Source: an optimization exercise on an open RTL-to-GDS flow (aim: small area). Production flows keep margins and buffers that such runs may drop. In this exercise RTL edits were held to simulation tests only and were not proved equivalent to the original.

== lane 1 ==
Design sequential_store, start of the top module:
module sequential_store #(
  parameter int unsigned NR_LANES       = 4,
  parameter int unsigned DLEN           = 64,
  parameter int unsigned AXI_DATA_WIDTH = 128,
  parameter int unsigned AXI_ADDR_WIDTH = 64
) (
  input  logic                          clk_i,
  input  logic                          rst_ni,
  input  logic                          rx_shfu_valid_i,
  output logic                          rx_shfu_ready_o,
  input  logic [DLEN*NR_LANES-1:0]      rx_shfu_nb_i,
  input  logic [DLEN/4*NR_LANES-1:0]    rx_shfu_en_i,
  input  logic                          meta_valid_i,
  output logic                          meta_ready_o,
  input  logic [$clog2(DLEN/4*NR_LANES)-1:0] meta_nb_ptr_i,
  input  logic                          txn_valid_i,
  output logic                          txn_ready_o,
  input  logic [AXI_ADDR_WIDTH-1:0]     txn_addr_i,
  input  logic                          txn_is_head_i,
  input  logic                          txn_last_beat_i,
  input  logic [$clog2(AXI_DATA_WIDTH/4):0] txn_lbn_i,
  input  logic                          txn_is_final_i,
  output logic                          w_valid_o,
  input  logic                          w_ready_i,
  output logic [AXI_DATA_WIDTH-1:0]     w_data_o,
  output logic [AXI_DATA_WIDTH/8-1:0]   w_strb_o,
  output logic                          w_last_o
);
Size: ~2100 cells after synthesis, about 480 flip-flops, roughly 550 I/O pins.
clock: 10.0 ns
lec_check: 0
cap_margin: 20
core_margin: 2
core_utilization: 40
place_density: 0.8
slew_margin: 20
standard.sh (not shown) runs the stock make flow with config.mk's settings and CLKGATE_MAP_FILE= SYNTH_SCRIPT=/design/flow/synth_recipe.tcl, a recipe that flattens the netlist after the stock synthesis.
==> flow/flow/run.sh <==
#!/bin/bash
# Standard ORFS layout (the standard.sh) with these changes:
#  - synthesis maps combinational logic with an area-only ABC script (flow/synth.tcl, flow/area.abc);
#  - the rotation stage cells (sequential_store_aoi/_oai) are mapped on their own before the
#    design is flattened, so each stage element becomes a single inverting cell;
#  - port buffers are the smallest buffer (buf_1) instead of the resizer's default pick;
#  - clock tree: larger sink clusters and no dummy load cells.
set -euo pipefail
here=$(pwd)
export MY_ABC_SCRIPT=$here/flow/area.abc
bash standard.sh SYNTH_SCRIPT=$here/flow/synth.tcl \
  "SYNTH_KEEP_MODULES=sequential_store_aoi sequential_store_oai" \
  "BUFFER_PORTS_ARGS=-buffer_cell sky130_fd_sc_hd__buf_1" \
  "CTS_ARGS=-sink_clustering_enable -repair_clock_nets -sink_clustering_size 24 -sink_clustering_max_diameter 200 -buf_list {sky130_fd_sc_hd__clkbuf_16} -dont_use_dummy_load" \
  finish > $here/standard.log 2>&1
==> flow/flow/area.abc <==
strash
dch
amap -F 3 -A 10 -C 1000
topo
==> flow/flow/synth.tcl <==
# synth_recipe.tcl with one change: ABC maps the combinational logic with an area-only script
# (flow/area.abc); everything else, including flip-flop mapping, is ORFS's synthesis unchanged.
proc synth {args} { yosys synth -nofsm -noshare {*}$args }
proc abc {args} {
  set i [lsearch -exact $args -script]
  if {$i >= 0} { lset args [expr {$i + 1}] $::env(MY_ABC_SCRIPT) }
  yosys abc {*}$args
}
source $::env(SCRIPTS_DIR)/synth.tcl
# left out here: clear keep_hierarchy, flatten, clean up, hide names made inside functions, write 1_2_yosys.v
The inputs of lane 2 differ from those of lane 1 as listed below.
Settings: a change of CORE_UTILIZATION from 40 to 50; a change of PLACE_DENSITY from 0.8 to 0.65.
--- a/flow/flow/run.sh
+++ b/flow/flow/run.sh
@@ -14 +14 @@
-  "CTS_ARGS=-sink_clustering_enable -repair_clock_nets -sink_clustering_size 24 -sink_clustering_max_diameter 200 -buf_list {sky130_fd_sc_hd__clkbuf_16} -dont_use_dummy_load" \
+  "CTS_ARGS=-sink_clustering_enable -repair_clock_nets -sink_clustering_size 40 -sink_clustering_max_diameter 80 -buf_list {sky130_fd_sc_hd__clkbuf_16} -dont_use_dummy_load" \
==> results.txt <==
Comparing lane 1 and lane 2, the lower via count was measured on lane 1.
Worst slew margin relative to its limit: lane 1 and lane 2 compared, lower one is lane 2
Summary — count of clock-buffer cells in the layout, lane 2 relative to lane 1: higher, by about 35%.
[compare] base=lane 1 new=lane 2: row count dropped about 10%, largest net degree at the start of global routing now sits higher, placed instance area now smaller, share of the clock period used by the worst path -3.1 points, worst reg-to-reg path cell count has increased.
On sequential share of layout area, lane 1 tracks lane 2 almost exactly.
Lane 1 has higher worst setup slack after placement than lane 2.
diff inputs: lane 2 => lane 3
Settings: CORE_UTILIZATION now 40, was 50; PLACE_DENSITY no longer set, was 0.65.
--- a/flow/flow/run.sh
+++ b/flow/flow/run.sh
@@ -7 +7,3 @@
-#  - clock tree: larger sink clusters and no dummy load cells.
+#  - clock tree: larger sink clusters and no dummy load cells;
+#  - the platform's don't-use list plus the largest data buffers and inverters, so that
+#    high-fanout nets get trees of smaller buffers.
@@ -14 +16,2 @@
-  "CTS_ARGS=-sink_clustering_enable -repair_clock_nets -sink_clustering_size 40 -sink_clustering_max_diameter 80 -buf_list {sky130_fd_sc_hd__clkbuf_16} -dont_use_dummy_load" \
+  "CTS_ARGS=-sink_clustering_enable -repair_clock_nets -sink_clustering_size 24 -sink_clustering_max_diameter 200 -buf_list {sky130_fd_sc_hd__clkbuf_16} -dont_use_dummy_load" \
+  "DONT_USE_CELLS=sky130_fd_sc_hd__probe_p_8 sky130_fd_sc_hd__probec_p_8 sky130_fd_sc_hd__lpflow_bleeder_1 sky130_fd_sc_hd__lpflow_clkbufkapwr_1 sky130_fd_sc_hd__lpflow_clkbufkapwr_16 sky130_fd_sc_hd__lpflow_clkbufkapwr_2 sky130_fd_sc_hd__lpflow_clkbufkapwr_4 sky130_fd_sc_hd__lpflow_clkbufkapwr_8 sky130_fd_sc_hd__lpflow_clkinvkapwr_1 sky130_fd_sc_hd__lpflow_clkinvkapwr_16 sky130_fd_sc_hd__lpflow_clkinvkapwr_2 sky130_fd_sc_hd__lpflow_clkinvkapwr_4 sky130_fd_sc_hd__lpflow_clkinvkapwr_8 sky130_fd_sc_hd__lpflow_decapkapwr_12 sky130_fd_sc_hd__lpflow_decapkapwr_3 sky130_fd_sc_hd__lpflow_decapkapwr_4 sky130_fd_sc_hd__lpflow_decapkapwr_6 sky130_fd_sc_hd__lpflow_decapkapwr_8 sky130_fd_sc_hd__lpflow_inputiso0n_1 sky130_fd_sc_hd__lpflow_inputiso0p_1 sky130_fd_sc_hd__lpflow_inputiso1n_1 sky130_fd_sc_hd__lpflow_inputiso1p_1 sky130_fd_sc_hd__lpflow_inputisolatch_1 sky130_fd_sc_hd__lpflow_isobufsrc_1 sky130_fd_sc_hd__lpflow_isobufsrc_16 sky130_fd_sc_hd__lpflow_isobufsrc_2 sky130_fd_sc_hd__lpflow_isobufsrc_4 sky130_fd_sc_hd__lpflow_isobufsrc_8 sky130_fd_sc_hd__lpflow_isobufsrckapwr_16 sky130_fd_sc_hd__lpflow_lsbuf_lh_hl_isowell_tap_1 sky130_fd_sc_hd__lpflow_lsbuf_lh_hl_isowell_tap_2 sky130_fd_sc_hd__lpflow_lsbuf_lh_hl_isowell_tap_4 sky130_fd_sc_hd__lpflow_lsbuf_lh_isowell_4 sky130_fd_sc_hd__lpflow_lsbuf_lh_isowell_tap_1 sky130_fd_sc_hd__lpflow_lsbuf_lh_isowell_tap_2 sky130_fd_sc_hd__lpflow_lsbuf_lh_isowell_tap_4 sky130_fd_sc_hd__buf_8 sky130_fd_sc_hd__buf_12 sky130_fd_sc_hd__buf_16 sky130_fd_sc_hd__inv_8 sky130_fd_sc_hd__inv_12 sky130_fd_sc_hd__inv_16 sky130_fd_sc_hd__bufinv_8 sky130_fd_sc_hd__bufinv_16 sky130_fd_sc_hd__clkinv_8 sky130_fd_sc_hd__clkinv_16 sky130_fd_sc_hd__clkbuf_8" \
From lane 2 to lane 3 the numbers moved as follows: placed instance area up about 1.2%, wire length of the first global-routing pass now sits higher, final-layout clock buffer total down 8. Comparing lane 2 and lane 3, non-clock buffer count is lower on lane 2. Reported for lane 2 and lane 3, cell depth of the worst min-delay path turned out identical to the last digit. Lane 3 vs. lane 2: largest incremental delay on the critical path went up by 0.11 ns. Lane 3 vs lane 2, clock network area share went down by 0.70 points. Cmp lane 3 vs lane 2: ratio of final minimum period to clock period lower in lane 3.
Edits applied to the flow inputs when going from lane 3 to lane 4:
Settings: putting GPL_TIMING_DRIVEN at 0 where nothing was set; putting PLACE_DENSITY at 0.65 where nothing was set; swapping 40 for 50 in CORE_UTILIZATION.
==> flow/flow/run.sh <==
#!/bin/bash
# Standard ORFS layout (the standard.sh) with these changes:
#  - synthesis maps combinational logic with an area-only ABC script (flow/synth.tcl, flow/area.abc);
#  - the rotation stage cells (sequential_store_aoi/_oai) are mapped on their own before the
#    design is flattened, so each stage element becomes a single inverting cell;
#  - port buffers are the smallest buffer (buf_1) instead of the resizer's default pick;
#  - clock tree: larger sink clusters and no dummy load cells.
set -euo pipefail
here=$(pwd)
export MY_ABC_SCRIPT=$here/flow/area.abc
bash standard.sh SYNTH_SCRIPT=$here/flow/synth.tcl \
  "SYNTH_KEEP_MODULES=sequential_store_aoi sequential_store_oai" \
  "BUFFER_PORTS_ARGS=-buffer_cell sky130_fd_sc_hd__buf_1" \
  "CTS_ARGS=-sink_clustering_enable -repair_clock_nets -sink_clustering_size 28 -sink_clustering_max_diameter 150 -buf_list {sky130_fd_sc_hd__clkbuf_16} -dont_use_dummy_load" \
  finish > $here/standard.log 2>&1
==> results.txt <==
Design area: higher on lane 4. Per the comparison of lane 4 with lane 3, die area saw a decrease, post-layout utilization of the core saw an increase, post-synthesis to final-layout area growth saw an increase.
Inputs modified between lane 4 and lane 5:
Settings: setting CTS_CLUSTER_DIAMETER to 80 for the first time; setting CTS_CLUSTER_SIZE to 40 for the first time; removing PLACE_DENSITY (formerly 0.65); changing CORE_UTILIZATION from 50 to 40; removing GPL_TIMING_DRIVEN (formerly 0); setting CTS_BUF_LIST to sky130_fd_sc_hd__clkbuf_16 for the first time.
--- a/flow/flow/run.sh
+++ b/flow/flow/run.sh
@@ -6,2 +6 @@
-#  - port buffers are the smallest buffer (buf_1) instead of the resizer's default pick;
-#  - clock tree: larger sink clusters and no dummy load cells.
+#  - port buffers are the smallest buffer (buf_1) instead of the resizer's default pick.
@@ -13,3 +12 @@
-  "BUFFER_PORTS_ARGS=-buffer_cell sky130_fd_sc_hd__buf_1" \
-  "CTS_ARGS=-sink_clustering_enable -repair_clock_nets -sink_clustering_size 28 -sink_clustering_max_diameter 150 -buf_list {sky130_fd_sc_hd__clkbuf_16} -dont_use_dummy_load" \
-  finish > $here/standard.log 2>&1
+  "BUFFER_PORTS_ARGS=-buffer_cell sky130_fd_sc_hd__buf_1" finish > $here/standard.log 2>&1
Notes after the runs:
Lane 5 ends up with a area of all placed cells without fillers that is about 1.6% lower than in lane 4. The lower global-route wire length before repair came out of lane 4. Post-detailed-placement half-perimeter wirelength in lane 5 vs lane 4: up about 1.9%. Lane 5 reports a higher setup slack after layout than lane 4 does. Re number of buffers between clock root and the deepest sink: no difference whatsoever between lane 4 and lane 5.

==> what the ideal ports hide <==
How much do the figures lean on ideal ports? The routed layouts below were timed once more, with nothing changed but the port constraints. Step 1, drivers: a clkbuf_16 drives clk_i and a buf_2 each remaining input, both assumed. Step 2 moves the port delays by t, midway between the first and last clock arrival at a register: inputs arrive t later, outputs are due t later. That takes back most of the time a late clock gives input paths. Three values: ideal ports, drivers, drivers and shift; two values: the first two.
run	shift t [ns]	slack for setup (ns)	worst hold slack (ns)	worst setup path at the end	worst slew at a driven data input, ns
lane 1	0.631	1.071 / 1.071 / 0.761	0.594 / 0.594 / 0.594	input to register	0.07
lane 2	0.670	1.386 / 1.386 / 1.008	0.566 / 0.566 / 0.566	input to register	0.07
lane 3	0.646	1.401 / 1.356 / 0.894	0.593 / 0.593 / 0.593	input to register	0.07
lane 4	0.620	0.774 / 0.788 / 0.168	0.567 / 0.567 / 0.567	input to register	0.07
lane 5	0.698	1.057 / 1.057 / 0.722	0.588 / 0.588 / 0.588	input to register	0.07
After both steps setup and hold are still met in every run listed. The setup slack of lane 4, which loses most, moves by +0.014 ns with the drivers and by -0.606 ns with both steps.
